This is an optimization exercise on Yosys and OpenROAD, whose aim is a short achievable clock period and few clock cycles, not a production implementation. The RTL was checked by simulation tests, not by an equivalence proof against the original design. Power and IR drop assume default switching activity.

--- design/flow/run.sh ---
#!/bin/bash
# synth_recipe.tcl (not shown) runs the flow's synth.tcl, then flattens the netlist and writes it again
# the make line also repeats each setting of config.mk as NAME=value (left out here)
make -C /OpenROAD-flow-scripts/flow DESIGN_CONFIG=/design/flow/config.mk WORK_HOME=/design/flow/orfs CLKGATE_MAP_FILE= SYNTH_SCRIPT=/design/flow/synth_recipe.tcl finish
--- design/flow/config.mk ---
export PLATFORM = sky130hd
export DESIGN_NAME = deadline_timer_queue_top
export DESIGN_NICKNAME = deadline_timer_queue_top
export VERILOG_FILES = /design/flow/design.v
export SDC_FILE = /design/flow/constraint.sdc
export NUM_CORES = 4
export LEC_CHECK = 0
export CAP_MARGIN = 20
export CORE_MARGIN = 2
export CORE_UTILIZATION = 40
export SLEW_MARGIN = 20
--- design/flow/constraint.sdc ---
create_clock -name core_clock -period 9.0 [get_ports {clock}]
set_input_delay 1.8000 -clock core_clock [delete_from_list [all_inputs] [get_ports {clock}]]
set_output_delay 1.8000 -clock core_clock [all_outputs]
set_load 0.01 [all_outputs]
--- design/flow/design.v ---
`default_nettype none
package dtq_pkg;
   localparam int unsigned HANDLE_W    = 8;
   localparam int unsigned DEADLINE_W  = 63;
   localparam int unsigned INTERVAL_W  = 48;
   localparam int unsigned REQ_TDATA_W = 184;
   localparam int unsigned RSP_TDATA_W = 80;
   localparam int unsigned MAX_RESULTS = 16;
   localparam int unsigned FIRE_IDX_W  = 4;
   localparam int unsigned FIRE_CNT_W  = 5;
   localparam logic ACTION_ADD  = 1'b0;
   localparam logic ACTION_TICK = 1'b1;
   localparam logic [DEADLINE_W-1:0] DEADLINE_MAX = {DEADLINE_W{1'b1}};
   typedef struct packed {
      logic [DEADLINE_W-1:0] deadline;
      logic [INTERVAL_W-1:0] interval;
      logic [HANDLE_W-1:0]   handle;
   } entry_type;
   localparam int unsigned ENTRY_W = DEADLINE_W + INTERVAL_W + HANDLE_W;
   typedef struct packed {
      logic [RSP_TDATA_W-HANDLE_W-DEADLINE_W-5:0] pad;
      logic                                       queue_empty;
      logic [DEADLINE_W-1:0]                      next_deadline;
      logic                                       dropped;
      logic                                       earliest_changed;
      logic                                       expired_valid;
      logic [HANDLE_W-1:0]                        expired_handle;
   } rsp_type;
endpackage
`default_nettype wire
`default_nettype none
module dtq_ram #(
   parameter int unsigned WIDTH = 8,
   parameter int unsigned DEPTH = 16
) (
   input  wire logic                                     clock,
   input  wire logic                                     wr_en,
   input  wire logic [((DEPTH > 1) ? $clog2(DEPTH) : 1)-1:0] wr_addr,
   input  wire logic [WIDTH-1:0]                         wr_data,
   input  wire logic [((DEPTH > 1) ? $clog2(DEPTH) : 1)-1:0] rd_addr,
   output logic      [WIDTH-1:0]                         rd_data
);
   logic [WIDTH-1:0] mem_ff [DEPTH];
   logic [WIDTH-1:0] rd_data_ff;
   always_ff @(posedge clock) begin
      if (wr_en) begin
         mem_ff[wr_addr] <= wr_data;
      end
      rd_data_ff <= mem_ff[rd_addr];
   end
   assign rd_data = rd_data_ff;
endmodule
`default_nettype wire
`default_nettype none
module deadline_timer_queue_top #(
   parameter int unsigned CAPACITY = 16
) (
   input  wire logic                              clock,
   input  wire logic                              reset,
   input  wire logic                              req_tvalid,
   output logic                                   req_tready,
   input  wire logic [dtq_pkg::REQ_TDATA_W-1:0]   req_tdata,
   input  wire logic                              req_tuser,
   output logic                                   rsp_tvalid,
   input  wire logic                              rsp_tready,
   output logic      [dtq_pkg::RSP_TDATA_W-1:0]   rsp_tdata,
   output logic                                   rsp_tlast
);
   localparam int N   = CAPACITY;
   localparam int DW  = dtq_pkg::DEADLINE_W;
   localparam int IW  = dtq_pkg::INTERVAL_W;
   localparam int HW  = dtq_pkg::HANDLE_W;
   localparam int CW  = $clog2(N + 1);
   localparam int QD  = 4;      
   localparam int BPW = 5;      
   localparam int BD  = 1 << BPW;
   localparam logic [DW-1:0] DL_MAX = {DW{1'b1}};
   function automatic logic [DW-1:0] sat_add(input logic [DW-1:0] a, input logic [IW-1:0] b);
      logic [DW:0] s;
      s = {1'b0, a} + {{(DW + 1 - IW){1'b0}}, b};
      sat_add = s[DW] ? DL_MAX : s[DW-1:0];
   endfunction
   logic [N-1:0][DW-1:0] e_dl;
   logic [N-1:0][IW-1:0] e_iv;
   logic [N-1:0][HW-1:0] e_h;
   logic [N-1:0]         e_nz;      
   logic [N-1:0]         v;         
   logic [CW-1:0]        cnt;
   logic [QD-1:0]          q_v;
   logic [QD-1:0]          q_tick;
   logic [QD-1:0][HW-1:0]  q_h;
   logic [QD-1:0][DW-1:0]  q_key;   
   logic [QD-1:0][IW-1:0]  q_iv;
   logic [QD-1:0]          q_nz;
   logic                   rdy_ff;
   logic          in_tick;      
   logic [CW-1:0] rem;          
   logic          h_valid;      
   logic [DW-1:0] h_ff;
   logic          done_d;       
   logic [BD-1:0][HW+3:0] b_mem;    
   logic [BPW:0]          b_wr, b_rd;
   logic [BD-1:0][DW:0]   i_mem;    
   logic [BPW:0]          i_wr, i_rd;
   logic                   out_v;
   logic [HW+3+DW:0]       out_d;
   logic                   out_last;
   logic [N-1:0] ge;    
   logic [N-1:0] g;     
   always_comb begin
      for (int i = 0; i < N; i++) begin
         ge[i] = v[i] && (e_dl[i] <= q_key[0]);
         g[i]  = (i == 0) ? 1'b1 : ((v[i] && (e_dl[i] <= h_ff)) || !e_nz[0]);
      end
   end
   logic [BPW:0] b_cnt, i_cnt;
   assign b_cnt = b_wr - b_rd;
   assign i_cnt = i_wr - i_rd;
   logic room, full, first, x0, x1, prep, step;
   logic op_add, op_drop, op_pop, complete;
   assign room     = (b_cnt < (BPW + 1)'(BD)) && (i_cnt < (BPW + 1)'(BD - 2));
   assign full     = v[N-1];
   assign first    = !in_tick;
   assign x0       = first ? ge[0] : 1'b1;
   assign x1       = ge[1] && (first || (rem >= CW'(2)));
   assign prep     = q_v[0] && q_tick[0] && !h_valid;
   assign step     = q_v[0] && room && (!q_tick[0] || h_valid);
   assign op_add   = step && !q_tick[0] && !full;
   assign op_drop  = step && !q_tick[0] && full;
   assign op_pop   = step && q_tick[0] && x0;
   assign complete = step && (!q_tick[0] || !x0 || !x1);
   logic [DW-1:0] s_cur, s_n0, s_n1, s_na;
   assign s_cur = sat_add(q_key[0], h_valid ? e_iv[1] : e_iv[0]);
   assign s_n0  = sat_add(q_key[1], e_iv[0]);
   assign s_n1  = sat_add(q_key[1], e_iv[1]);
   assign s_na  = sat_add(q_key[1], q_iv[0]);
   logic [N-1:0][DW-1:0] e_dl_n;
   logic [N-1:0][IW-1:0] e_iv_n;
   logic [N-1:0][HW-1:0] e_h_n;
   logic [N-1:0]         e_nz_n;
   logic [N-1:0]         v_n;
   always_comb begin
      for (int i = 0; i < N; i++) begin
         logic s_up, s_r, s_a, s_dn;
         logic gi1, gprev, geprev;
         gi1    = (i == N - 1) ? 1'b0 : g[i + 1];
         gprev  = (i == 0) ? 1'b1 : g[i];
         geprev = (i == 0) ? 1'b1 : ge[i - 1];
         s_up = op_pop && gi1;
         s_r  = op_pop && !gi1 && gprev;
         s_a  = op_add && !ge[i] && geprev;
         s_dn = op_add && !ge[i] && !geprev;
         e_dl_n[i] = e_dl[i];
         e_iv_n[i] = e_iv[i];
         e_h_n[i]  = e_h[i];
         e_nz_n[i] = e_nz[i];
         if (s_up) begin
            e_dl_n[i] = e_dl[(i == N - 1) ? i : i + 1];
            e_iv_n[i] = e_iv[(i == N - 1) ? i : i + 1];
            e_h_n[i]  = e_h[(i == N - 1) ? i : i + 1];
            e_nz_n[i] = e_nz[(i == N - 1) ? i : i + 1];
         end
         if (s_r) begin
            e_dl_n[i] = h_ff;
            e_iv_n[i] = e_iv[0];
            e_h_n[i]  = e_h[0];
            e_nz_n[i] = 1'b1;
         end
         if (s_a) begin
            e_dl_n[i] = q_key[0];
            e_iv_n[i] = q_iv[0];
            e_h_n[i]  = q_h[0];
            e_nz_n[i] = q_nz[0];
         end
         if (s_dn) begin
            e_dl_n[i] = e_dl[(i == 0) ? 0 : i - 1];
            e_iv_n[i] = e_iv[(i == 0) ? 0 : i - 1];
            e_h_n[i]  = e_h[(i == 0) ? 0 : i - 1];
            e_nz_n[i] = e_nz[(i == 0) ? 0 : i - 1];
         end
         if (op_add) begin
            v_n[i] = (i == 0) ? 1'b1 : v[i - 1];
         end else if (op_pop && !e_nz[0]) begin
            v_n[i] = (i == N - 1) ? 1'b0 : v[i + 1];
         end else begin
            v_n[i] = v[i];
         end
      end
   end
   logic [DW-1:0] h_n;
   logic          h_valid_n;
   always_comb begin
      h_n       = h_ff;
      h_valid_n = h_valid;
      if (!q_v[0]) begin
         h_valid_n = 1'b0;
      end else if (prep) begin
         h_n       = s_cur;
         h_valid_n = 1'b1;
      end else if (step) begin
         if (!complete) begin
            h_n = s_cur;
         end else begin
            h_valid_n = q_v[1];
            if (op_add && !ge[0]) begin
               h_n = s_na;
            end else if (op_pop && !(e_nz[0] && !g[1])) begin
               h_n = s_n1;
            end else begin
               h_n = s_n0;
            end
         end
      end
   end
   logic                   enq;
   logic [QD-1:0]          sv;
   logic [QD-1:0]          q_v_n;
   logic [DW-1:0]          in_key;
   assign enq    = req_tvalid && rdy_ff;
   assign in_key = req_tuser ? req_tdata[181:119] : req_tdata[70:8];
   always_comb begin
      for (int i = 0; i < QD; i++) begin
         sv[i] = complete ? ((i == QD - 1) ? 1'b0 : q_v[i + 1]) : q_v[i];
      end
      for (int i = 0; i < QD; i++) begin
         q_v_n[i] = sv[i] || (enq && ((i == 0) || sv[i - 1]));
      end
   end
   always_ff @(posedge clock) begin
      if (reset) begin
         v       <= '0;
         cnt     <= '0;
         q_v     <= '0;
         rdy_ff  <= 1'b1;
         in_tick <= 1'b0;
         h_valid <= 1'b0;
         done_d  <= 1'b0;
         b_wr    <= '0;
         b_rd    <= '0;
         i_wr    <= '0;
         i_rd    <= '0;
         out_v   <= 1'b0;
      end else begin
         v       <= v_n;
         if (op_add) begin
            cnt <= cnt + CW'(1);
         end else if (op_pop && !e_nz[0]) begin
            cnt <= cnt - CW'(1);
         end
         q_v     <= q_v_n;
         rdy_ff  <= !q_v_n[QD-1];
         if (step) begin
            in_tick <= q_tick[0] && !complete;
         end
         h_valid <= h_valid_n;
         done_d  <= complete;
         if (step) begin
            b_wr <= b_wr + 1'b1;
         end
         if (done_d) begin
            i_wr <= i_wr + 1'b1;
         end
         if ((!out_v || rsp_tready) && (b_cnt != '0) && (i_cnt != '0)) begin
            out_v <= 1'b1;
            b_rd  <= b_rd + 1'b1;
            if (b_mem[b_rd[BPW-1:0]][HW+3]) begin
               i_rd <= i_rd + 1'b1;
            end
         end else if (rsp_tready) begin
            out_v <= 1'b0;
         end
      end
   end
   always_ff @(posedge clock) begin
      e_dl <= e_dl_n;
      e_iv <= e_iv_n;
      e_h  <= e_h_n;
      e_nz <= e_nz_n;
      h_ff <= h_n;
      if (op_pop) begin
         rem <= (first ? cnt : rem) - CW'(1);
      end
      for (int i = 0; i < QD; i++) begin
         if (enq && !sv[i] && ((i == 0) || sv[i - 1])) begin
            q_tick[i] <= req_tuser;
            q_h[i]    <= req_tdata[7:0];
            q_key[i]  <= in_key;
            q_iv[i]   <= req_tdata[118:71];
            q_nz[i]   <= (req_tdata[118:71] != '0);
         end else if (complete && (i != QD - 1)) begin
            q_tick[i] <= q_tick[i + 1];
            q_h[i]    <= q_h[i + 1];
            q_key[i]  <= q_key[i + 1];
            q_iv[i]   <= q_iv[i + 1];
            q_nz[i]   <= q_nz[i + 1];
         end
      end
      if (step) begin
         b_mem[b_wr[BPW-1:0]] <= {!(op_pop && x1), op_drop, op_add && !ge[0], op_pop,
                                  op_pop ? e_h[0] : {HW{1'b0}}};
      end
      if (done_d) begin
         i_mem[i_wr[BPW-1:0]] <= {(cnt == '0), (cnt == '0) ? {DW{1'b0}} : e_dl[0]};
      end
      if ((!out_v || rsp_tready) && (b_cnt != '0) && (i_cnt != '0)) begin
         out_d    <= {i_mem[i_rd[BPW-1:0]], b_mem[b_rd[BPW-1:0]][HW+2:0]};
         out_last <= b_mem[b_rd[BPW-1:0]][HW+3];
      end
   end
   assign req_tready = rdy_ff;
   assign rsp_tvalid = out_v;
   assign rsp_tdata  = {{(dtq_pkg::RSP_TDATA_W - (HW + 4 + DW)){1'b0}}, out_d};
   assign rsp_tlast  = out_last;
endmodule
`default_nettype wire
==> notes.md <==
[flip-flops by register name (all words and copies together) (netlist names), 5 cells and up]
name and count:
q_iv 192, i_wr 6, i_rd 6, e_dl 1008
q_key 252, b_wr 6, h_ff 63, i_mem 2048
cnt 5, b_rd 6, b_mem 384, e_iv 768
out_d 75, q_h 32, e_h 128, rem 5
e_nz 16, v 16
[cell families (layout without fill, tap and decap cells)]
group                    after synthesis  count (layout)  synth area share
XOR/XNOR                             249             249           0.00714
multiplexers                        2700            2700             0.122
AO/OA/AOI/OAI                       8373            8373             0.167
other                                  1              42         0.0000123
AND/OR/NAND/NOR                     6470            6470            0.0913
buffers and inverters               2512            2509            0.0331
adder cells (fa/ha/maj)             2117            2117            0.0869
flip-flops                          5034            5034             0.493
[where the power goes]
group	internal, uW	leakage (uW)	total, uW	switching, uW
registers	30000	0.0458	33000	2950
clock network	13500	0.00912	24100	10700
logic	10800	0.0716	31000	20200
total	54300	0.126	88200	33800
[stage by stage]
stage	power [uW]	instance area (um2)	cells	utilization
final	88200	341000	37668	0.447
after global routing	91200	341000	37634	0.447
after CTS	87300	340000	37627	0.446
after detailed placement	63400	322000	36567	0.422
after global placement	62800	321000	36559	0.421
after floorplan	51200	306000	27460	-
[final cells by class]
| type | instances | share of cell area |
|---|---|---|
| inverter | 302 | 0.00339 |
| clock buffer | 745 | 0.0452 |
| timing repair buffer | 1147 | 0.0323 |
| antenna | 37 | 0.000272 |
| sequential | 5034 | 0.442 |
| multi-input combinational | 19914 | 0.429 |
| tap | 10174 | 0.0374 |
| clock inverter | 315 | 0.0103 |
[cell usage after synthesis (132+ instances only)]
master / count / area, um2
sky130_fd_sc_hd__mux2_2: 394 / 4440
sky130_fd_sc_hd__buf_2: 188 / 941
sky130_fd_sc_hd__a22oi_1: 264 / 1980
sky130_fd_sc_hd__buf_1: 170 / 638
sky130_fd_sc_hd__a22o_1: 313 / 2740
sky130_fd_sc_hd__a31oi_1: 244 / 1530
sky130_fd_sc_hd__nand2_1: 3900 / 14600
sky130_fd_sc_hd__mux2i_1: 1456 / 14600
sky130_fd_sc_hd__nor2_1: 961 / 3610
sky130_fd_sc_hd__a221o_1: 132 / 1320
sky130_fd_sc_hd__nand3_1: 381 / 1910
sky130_fd_sc_hd__a21oi_1: 1553 / 7770
sky130_fd_sc_hd__xnor2_1: 145 / 1270
sky130_fd_sc_hd__o211ai_1: 177 / 1330
sky130_fd_sc_hd__mux4_2: 760 / 17100
sky130_fd_sc_hd__nand4_1: 430 / 2690
sky130_fd_sc_hd__edfxtp_1: 4980 / 150000
sky130_fd_sc_hd__clkbuf_1: 1786 / 6700
sky130_fd_sc_hd__o22ai_1: 1016 / 6360
sky130_fd_sc_hd__nor3_1: 222 / 1110
sky130_fd_sc_hd__o21ai_0: 3114 / 15600
sky130_fd_sc_hd__o21ai_1: 146 / 731
sky130_fd_sc_hd__ha_1: 2109 / 26400
sky130_fd_sc_hd__a21o_1: 600 / 4500
sky130_fd_sc_hd__inv_1: 295 / 1110
sky130_fd_sc_hd__nor2b_1: 140 / 876
[worst reg2reg max path, stage by stage (launching register included)]
cell and delay (ns):
sky130_fd_sc_hd__edfxtp_1 1.03, sky130_fd_sc_hd__inv_1 0.80, sky130_fd_sc_hd__buf_4 0.44, sky130_fd_sc_hd__ha_1 0.30, sky130_fd_sc_hd__nand4_1 0.23, sky130_fd_sc_hd__nor3_1 0.26, sky130_fd_sc_hd__buf_4 0.20, sky130_fd_sc_hd__nand3_1 0.22
sky130_fd_sc_hd__or3_1 0.81, sky130_fd_sc_hd__a31oi_1 0.90, sky130_fd_sc_hd__nor4b_1 0.23, sky130_fd_sc_hd__nor3_2 0.22, sky130_fd_sc_hd__buf_4 0.38, sky130_fd_sc_hd__nand2_4 0.68, sky130_fd_sc_hd__buf_12 0.49, sky130_fd_sc_hd__o22ai_1 0.46
sky130_fd_sc_hd__a21oi_1 0.07
[how the worst min path moves through the flow]
| stage | from | endpoint | depth (start not counted) |
|---|---|---|---|
| finish | q_iv[51] | q_iv[3] | 1 |
| global route | q_iv[51] | q_iv[3] | 1 |
| CTS | q_key[143] | q_key[80] | 1 |
| detailed placement | i_wr[5] | i_wr[5] | 2 |
| global placement | i_wr[5] | i_wr[5] | 2 |
| floorplan | q_v[3] | q_v[2] | 2 |
[metal layers]
layer / vias up / GRT usage / share of wire
met1: 120983 / 0.394 / 0.38
met3: 3076 / 0.0771 / 0.11
met2: 14511 / 0.473 / 0.44
met5: - / 0 / 0.00020
li1: 105310 / - / -
met4: 38 / 0.172 / 0.068
==> impl_metrics.prom <==
# TYPE chip_impl_metric gauge
chip_impl_metric{name="n_fill_cell",unit=""} 70113
chip_impl_metric{name="synth_enable_flop_cells",unit=""} 4980
chip_impl_info{name="path_delay_family",value="simple AND/OR/NAND/NOR gates"} 1
chip_impl_metric{name="power.static_leakage",unit="uW"} 0.126
chip_impl_metric{name="core_area",unit="mm2"} 0.763
chip_impl_metric{name="setup_viol",unit=""} 0
chip_impl_metric{name="placement.io_buffers",unit=""} 264
chip_impl_metric{name="clk-insertion-delay-late",unit="ns"} 1.17
chip_impl_info{name="setup_repair_after_global_routing_missed_its_margin",value="no"} 1
chip_impl_metric{name="ys_seq_elements",unit=""} 5034
chip_impl_metric{name="worstPathArrival",unit="ns"} 8.84
chip_impl_metric{name="detail_route.iter0.violations",unit=""} 31986
chip_impl_metric{name="cap_viol_max_count",unit=""} 0
chip_impl_metric{name="layout_min_cycle_time",unit="ns"} 7.98
chip_impl_metric{name="finalWorstSetupSlack",unit="ns"} 1.02
chip_impl_info{name="worst_r2r_endpoint",value="e_iv[365]"} 1
chip_impl_metric{name="clock_sink_count",unit=""} 5034
chip_impl_metric{name="finalHoldWorstSlack",unit="ns"} 0.502
chip_impl_metric{name="worst_ep_required_time",unit="ns"} 9.85
chip_impl_info{name="ctsRootBufferMaster",value="sky130_fd_sc_hd__clkbuf_16"} 1
chip_impl_info{name="setup.worst_path.class",value="register to register"} 1
chip_impl_info{name="most-common-layout-cells",value="sky130_fd_sc_hd__edfxtp_1, sky130_fd_sc_hd__nand2_1, sky130_fd_sc_hd__o21ai_0, sky130_fd_sc_hd__ha_1, sky130_fd_sc_hd__a21oi_1"} 1
chip_impl_info{name="crit_end",value="e_iv[365]"} 1
chip_impl_metric{name="syn2layout_area_growth",unit="%"} 11.5
chip_impl_metric{name="route.detailed.drc",unit=""} 0
chip_impl_info{name="cp_slowest_cell",value="sky130_fd_sc_hd__edfxtp_1"} 1
chip_impl_metric{name="design.portCount",unit=""} 272
chip_impl_info{name="type_of_element_launching_the_critical_path",value="register"} 1
chip_impl_metric{name="critical_path.max_fanout",unit=""} 52
chip_impl_metric{name="ys_async_sr_fraction",unit=""} 0
chip_impl_metric{name="seq_area_frac_synth",unit=""} 0.493
chip_impl_metric{name="grt_pass1_wl",unit="mm"} 1730
chip_impl_metric{name="die_x",unit="um"} 878
chip_impl_info{name="worstReg2RegStart",value="q_key[58]"} 1
chip_impl_info{name="cts_tree",value="yes"} 1
chip_impl_metric{name="worst_setup_hold_path_clk_slew",unit="ns"} 0.06
chip_impl_metric{name="synth_cell_types",unit=""} 104
chip_impl_metric{name="grt_pass1_vias",unit=""} 235145
chip_impl_metric{name="post_cts_resize_count",unit=""} 0
chip_impl_metric{name="placement.setup.worst_slack",unit="ns"} 1.45
chip_impl_info{name="min-delay-path-class",value="register to register"} 1
chip_impl_metric{name="cts-hold-fix-buffers",unit=""} 0
chip_impl_metric{name="routed_via_density",unit=""} 6.48
chip_impl_metric{name="multiInputGateArea",unit="mm2"} 0.146
chip_impl_metric{name="grt_overflow",unit=""} 0
chip_impl_metric{name="worst_ir_drop_vdd",unit="uV"} 277
chip_impl_metric{name="gpl.final_weighted_congestion",unit=""} 1.02
chip_impl_metric{name="max_slew_margin",unit=""} 0.144
chip_impl_metric{name="tns",unit="ns"} 0
chip_impl_metric{name="fin_nets",unit=""} 29288
chip_impl_metric{name="post_synth_instance_area",unit="mm2"} 0.306
chip_impl_metric{name="die-area",unit="mm2"} 0.771
chip_impl_metric{name="number_of_antenna_violations_at_the_first_check_in_global_routing",unit=""} 95
chip_impl_metric{name="hold_viol",unit=""} 0
chip_impl_metric{name="htree_levels",unit=""} 6
chip_impl_metric{name="number_of_buffers_created_by_cts",unit=""} 583
chip_impl_info{name="run_status",value="finished clean"} 1
chip_impl_metric{name="hpwl",unit="mm"} 853
chip_impl_metric{name="max_slew.worst_pin.slew",unit="ns"} 1.27
chip_impl_metric{name="grt_max_degree",unit=""} 210
chip_impl_info{name="timing.critical_path.to_type",value="register"} 1
chip_impl_info{name="crit_start",value="q_key[58]"} 1
chip_impl_metric{name="post_route_antenna_net_violation_count",unit=""} 0
chip_impl_metric{name="final.period_utilization",unit=""} 0.887
chip_impl_info{name="critical_path.cell_chain",value="inv_1 -> buf_4 -> ha_1 -> nand4_1 -> nor3_1 -> buf_4 -> nand3_1 -> or3_1 -> a31oi_1 -> nor4b_1 -> nor3_2 -> buf_4 -> nand2_4 -> buf_12 -> o22ai_1 -> a21oi_1"} 1
chip_impl_metric{name="synth_area_per_cell",unit="um2"} 11.1
chip_impl_metric{name="die-height",unit="um"} 878
chip_impl_metric{name="grt_util_all_layers",unit=""} 0.306
chip_impl_metric{name="rrSetupSlack",unit="ns"} 1.02
chip_impl_metric{name="slowest_delay",unit="ns"} 1.03
chip_impl_metric{name="detail_route.wl_per_cell",unit="um"} 32.7
chip_impl_metric{name="maxSlewViolCount",unit=""} 0
chip_impl_info{name="cpMostUsedCell",value="sky130_fd_sc_hd__buf_4"} 1
chip_impl_metric{name="timing.critical_path.buf_inv",unit=""} 5
chip_impl_metric{name="finClkSkew",unit="ns"} 0.0966
chip_impl_metric{name="core.rowCount",unit=""} 321
chip_impl_info{name="synth_flop_cell",value="sky130_fd_sc_hd__edfxtp_1"} 1
chip_impl_metric{name="area.sequential",unit="mm2"} 0.151
chip_impl_info{name="layout_commonest_cell",value="sky130_fd_sc_hd__edfxtp_1"} 1
chip_impl_metric{name="clk_path_buf_depth",unit=""} 4
chip_impl_metric{name="drt_first_pass_iters",unit=""} 7
chip_impl_metric{name="crit_cells",unit=""} 16
chip_impl_metric{name="yosys_warnings",unit=""} 8
chip_impl_metric{name="pwr_density_cell",unit="mW/mm2"} 259
chip_impl_metric{name="dr_vias",unit=""} 243918
chip_impl_metric{name="route.final.wire_length",unit="mm"} 1230
chip_impl_metric{name="cts_post_setup_buffers_inserted",unit=""} 0
chip_impl_metric{name="clock.fmax",unit="MHz"} 125
chip_impl_metric{name="initial_cell_density_of_the_core",unit=""} 0.401
chip_impl_metric{name="final_layout_size_suffix_gt1_frac",unit=""} 0.117
chip_impl_metric{name="netlist_instances",unit=""} 27456
chip_impl_metric{name="r2r.worst_path.cells",unit=""} 16
Testbench counts, summed over its fixed seeds: cycles 19,781.

[re-timing with driven ports]
How much do the figures lean on ideal ports? The routed layout below was timed once more, with nothing changed but the port constraints. Step 1 assumes that a clkbuf_16 drives the clock port and a buf_2 every other input. Step 2 also shifts input and output timing later by t, the mid clock arrival at the registers, as if the neighbouring blocks saw the same clock. Slacks: ideal / step 1 / step 2; pairs: ideal / step 1.
t, ns: 1.272
setup WS [ns]: 1.015 / 1.015 / 1.015
worst register clock-pin slew, ns: 0.08 / 0.08
worst slew at a driven data input, ns: 0.06
pins driven straight from the clock port: 1
After both steps setup and hold are still met in this run. For this run, drivers alone change the setup slack by 0.000 ns; drivers and shift together by 0.000 ns.
